Source: an optimization exercise on an open RTL-to-GDS flow (aim: small area, a short achievable clock period and few clock cycles per item). Production flows keep margins and buffers that such runs may drop. Where RTL was checked, it was by simulation tests only, not by an equivalence proof against the original. Power figures rest on the tool's default switching activity, not on a simulated workload.

## the baseline
==> module instrDecode, before the edit <==
module instrDecode (
    input  logic                             clk,
    input  logic                             rstN,
    input  logic                             inValid,
    output logic                             inReady,
    input  logic [31:0]                      instr,
    input  logic [31:0]                      rsValue,
    input  logic [31:0]                      rtValue,
    output logic                             downValid,
    input  logic                             downReady,
    output logic [mipsPkg::aluOpWidth-1:0]   downAluOp,
    output logic [31:0]                      downPropagate,
    output logic [31:0]                      downGenerate,
    output logic [4:0]                       downShiftAmt,
    output logic [4:0]                       downDest,
    output logic                             downBranchTaken,
    output logic                             downIllegal
);
    logic [5:0]  op;
    logic [5:0]  fn;
    logic [4:0]  rtF;
    logic        isR;
    logic        isRegimm;
    logic [mipsPkg::aluOpWidth-1:0] aluOp;
    logic        branch;
    logic        illegal;
    logic        isLui;
    logic        useImm;
    logic        sub;
    logic [31:0] imm;
    logic [31:0] operandA;
    logic [31:0] operandB;
    logic        reverseB;
    logic [31:0] operandSel;
    logic [31:0] operandOrdered;
    logic        passB;
    logic [4:0]  shiftAmt;
    logic [4:0]  dest;
    logic        rsZero;
    logic        rsNeg;
    logic        eq;
    logic        taken;
    assign op  = instr[31:26];
    assign fn  = instr[5:0];
    assign rtF = instr[20:16];
    assign isR      = (op == mipsPkg::opRtype);
    assign isRegimm = (op == mipsPkg::opRegimm);
    always_comb begin
        aluOp   = mipsPkg::aluZero;
        branch  = 1'b0;
        illegal = 1'b0;
        if (isR) begin
            case (fn)
                mipsPkg::functAdd, mipsPkg::functAddu: aluOp = mipsPkg::aluAdd;
                mipsPkg::functSub, mipsPkg::functSubu: aluOp = mipsPkg::aluSub;
                mipsPkg::functAnd:  aluOp = mipsPkg::aluAnd;
                mipsPkg::functOr:   aluOp = mipsPkg::aluOr;
                mipsPkg::functXor:  aluOp = mipsPkg::aluXor;
                mipsPkg::functNor:  aluOp = mipsPkg::aluNor;
                mipsPkg::functSlt:  aluOp = mipsPkg::aluSlt;
                mipsPkg::functSltu: aluOp = mipsPkg::aluSltu;
                mipsPkg::functSll, mipsPkg::functSllv: aluOp = mipsPkg::aluSll;
                mipsPkg::functSrl, mipsPkg::functSrlv: aluOp = mipsPkg::aluSrl;
                mipsPkg::functSra, mipsPkg::functSrav: aluOp = mipsPkg::aluSra;
                default:            illegal = 1'b1;
            endcase
        end else begin
            case (op)
                mipsPkg::opAddi, mipsPkg::opAddiu: aluOp = mipsPkg::aluAdd;
                mipsPkg::opSlti:  aluOp = mipsPkg::aluSlt;
                mipsPkg::opSltiu: aluOp = mipsPkg::aluSltu;
                mipsPkg::opAndi:  aluOp = mipsPkg::aluAnd;
                mipsPkg::opOri:   aluOp = mipsPkg::aluOr;
                mipsPkg::opXori:  aluOp = mipsPkg::aluXor;
                mipsPkg::opLui:   aluOp = mipsPkg::aluSll;
                mipsPkg::opBeq, mipsPkg::opBne,
                mipsPkg::opBlez, mipsPkg::opBgtz: branch = 1'b1;
                mipsPkg::opRegimm: begin
                    if (rtF[4:1] == 4'd0) begin
                        branch = 1'b1;
                    end else begin
                        illegal = 1'b1;
                    end
                end
                default: illegal = 1'b1;
            endcase
        end
    end
    assign dest = (illegal || branch) ? 5'd0 : (isR ? instr[15:11] : rtF);
    assign isLui  = (op == mipsPkg::opLui);
    assign useImm = op[3];
    assign sub    = op[3] ? (op[1] && !op[2]) : (fn[5] && fn[1] && !fn[2]);
    assign imm    = {{16{instr[15] && !op[2]}}, instr[15:0]};
    assign reverseB = op[3] ? (op[2:0] == 3'b111) : (!fn[5] && !fn[1]);
    assign operandSel = useImm ? imm : rtValue;
    always_comb begin
        for (int i = 0; i < 32; i++) begin
            operandOrdered[i] = reverseB ? operandSel[31-i] : operandSel[i];
        end
    end
    assign operandB = operandOrdered ^ {32{sub}};
    assign passB    = op[3] ? (op[2:0] == 3'b111) : !fn[5];
    assign operandA = rsValue & {32{!passB}};
    assign shiftAmt = isLui ? 5'd16 : (fn[2] ? rsValue[4:0] : instr[10:6]);
    assign rsZero = (rsValue == 32'd0);
    assign rsNeg  = rsValue[31];
    assign eq     = (rsValue == rtValue);
    always_comb begin
        taken = 1'b0;
        if (isRegimm) begin
            taken = rtF[0] ? !rsNeg : rsNeg;
        end else begin
            case (op[1:0])
                2'b00: taken = eq;
                2'b01: taken = !eq;
                2'b10: taken = rsNeg || rsZero;
                2'b11: taken = !rsNeg && !rsZero;
            endcase
        end
        taken = taken && branch;
    end
    assign inReady = !downValid || downReady;
    always_ff @(posedge clk or negedge rstN) begin
        if (!rstN) begin
            downValid <= 1'b0;
        end else if (inReady) begin
            downValid <= inValid;
        end
    end
    always_ff @(posedge clk) begin
        if (inValid && inReady) begin
            downAluOp       <= aluOp;
            downPropagate   <= operandA ^ operandB;
            downGenerate    <= operandA & operandB;
            downShiftAmt    <= shiftAmt;
            downDest        <= dest;
            downBranchTaken <= taken;
            downIllegal     <= illegal;
        end
    end
endmodule
clock: 5.0 ns
lec_check: 0
cap_margin: 20
core_margin: 2
core_utilization: 40
gpl_timing_driven: 1
setup_slack_margin: 2.2
slew_margin: 20
standard.sh (not shown) runs the stock make flow with config.mk's settings and CLKGATE_MAP_FILE= SYNTH_SCRIPT=/design/flow/synth_recipe.tcl, a recipe that flattens the netlist after the stock synthesis.
==> flow/flow/run.sh <==
#!/bin/bash
# Layout flow: the standard ORFS flow with these changes.
#  - Synthesis is the standard one except for the ABC script that maps the
#    combinational logic (flow/abc.script, &nf mapping).
#    Registers are mapped before ABC runs, so they are the standard ones.
#  - Port buffers are buf_1 cells instead of the delay cell buffer_ports picks.
#  - Clock tree synthesis adds no dummy loads to the clock tree.
set -euo pipefail
here=$(pwd)
flowdir=$(cd "$(dirname "${BASH_SOURCE[0]}")" && pwd)

# synth.tcl with the ABC script swapped
sed "s#  log_cmd abc {\*}\$abc_args#  set abc_args [lreplace \$abc_args 0 1 -script $flowdir/abc.script]\n  log_cmd abc {*}\$abc_args#" \
    "$FLOW_HOME/scripts/synth.tcl" > "$here/synth_custom_abc.tcl"
grep -q "abc.script" "$here/synth_custom_abc.tcl"
sed "s#source \$::env(SCRIPTS_DIR)/synth.tcl#source $here/synth_custom_abc.tcl#" \
    "$here/synth_recipe.tcl" > "$here/synth_recipe_custom.tcl"
grep -q "synth_custom_abc.tcl" "$here/synth_recipe_custom.tcl"
sed "s#SYNTH_SCRIPT=[^ ]*synth_recipe.tcl#SYNTH_SCRIPT=$here/synth_recipe_custom.tcl#" \
    "$here/standard.sh" > "$here/standard_custom.sh"
grep -q "synth_recipe_custom.tcl" "$here/standard_custom.sh"

bash "$here/standard_custom.sh" \
    BUFFER_PORTS_ARGS="-buffer_cell sky130_fd_sc_hd__buf_1" \
    CTS_ARGS="-sink_clustering_enable -repair_clock_nets -buf_list sky130_fd_sc_hd__clkbuf_8 -dont_use_dummy_load" \
    finish > "$here/flow_make.log" 2>&1
==> flow/flow/abc.script <==

&get -n
&st
&dch
&nf -D 3000
&put
topo
buffer -p
upsize -D 3000
dnsize -D 3000
Testbench counts of the baseline, summed over its fixed seeds: cycles 24,016, items 24,000.
Changes in the candidate relative to the baseline:
-- flow/design.v --
<<< the baseline, line 81
    logic [31:0] imm;
    logic [31:0] operandA;
    logic [31:0] operandB;
    logic        reverseB;
>>> the candidate, line 81
    logic [31:0] imm;
    logic [31:0] operandA;
    logic [31:0] operandAx;
    logic [31:0] operandB;
    logic        reverseB;
<<< the baseline, line 153
    assign passB    = op[3] ? (op[2:0] == 3'b111) : !fn[5];
    assign operandA = rsValue & {32{!passB}};
    assign shiftAmt = isLui ? 5'd16 : (fn[2] ? rsValue[4:0] : instr[10:6]);
    assign rsZero = (rsValue == 32'd0);
>>> the candidate, line 154
    assign passB    = op[3] ? (op[2:0] == 3'b111) : !fn[5];
    assign operandA = rsValue & {32{!passB}};
    assign operandAx = operandA ^ {32{sub}};
    assign shiftAmt = isLui ? 5'd16 : (fn[2] ? rsValue[4:0] : instr[10:6]);
    assign rsZero = (rsValue == 32'd0);
<<< the baseline, line 182
        if (inValid && inReady) begin
            downAluOp       <= aluOp;
            downPropagate   <= operandA ^ operandB;
            downGenerate    <= operandA & operandB;
            downShiftAmt    <= shiftAmt;
>>> the candidate, line 184
        if (inValid && inReady) begin
            downAluOp       <= aluOp;
            downPropagate   <= operandAx ^ operandOrdered;
            downGenerate    <= operandA & operandB;
            downShiftAmt    <= shiftAmt;
--- outcome ---
- On internal power summed over all cells, the lower figure sits with the candidate, not the baseline.
- Compared the candidate vs the baseline, and share of synthesized cell area in full adder, half adder and majority cells is down in the candidate.
- The candidate and the baseline ended up with roughly the same post-route cell area.
- | power consumption | the candidate vs the baseline | about 0.55% lower |
- Density: the candidate denser than the baseline
- On count of buffers not belonging to the clock network in the layout: between the candidate and the baseline, it ends up higher for the candidate.
- The baseline has lower number of global-route vias before repair than the candidate.
- The baseline → the candidate: relative contribution of combinational cells to total power now sits at about the same level; worst setup slack now sits lower.
- Summary: with the baseline as the reference, number of vias per cell in the candidate moved up slightly.
- Row synthesized instance count: the candidate higher / the baseline lower
- Lower post-route fraction of the period consumed by the critical path among the candidate and the baseline: the baseline
Only the layout flow was run in the candidate; the RTL was not checked for function there.

separate check: timing with driven ports:
The flow's constraints put no driver on any port. The routed layouts listed below were extracted and timed again, unchanged, in two steps. Step 1 (the two cells are an assumption about what drives the block):
set clk [get_ports {clk}]
set_driving_cell -lib_cell sky130_fd_sc_hd__clkbuf_16 $clk
set_driving_cell -lib_cell sky130_fd_sc_hd__buf_2 [delete_from_list [all_inputs] $clk]
Step 2 also shifts input and output timing later by t, the mid clock arrival at the registers, as if the neighbouring blocks saw the same clock. Three values: no drivers, after step 1, after step 2; two values: the first two.
run	t (ns)	setup slack, ns	worst setup path at the end	clock arrival spread, ns
the baseline	0.480	2.237 / 2.237 / 1.826	input to register	0.046 / 0.046
the candidate	0.485	2.225 / 2.225 / 1.851	input to register	0.038 / 0.039
After both steps every run listed still meets setup and hold. For the baseline, which loses most, drivers alone change the setup slack by 0.000 ns; drivers and shift together by -0.411 ns.
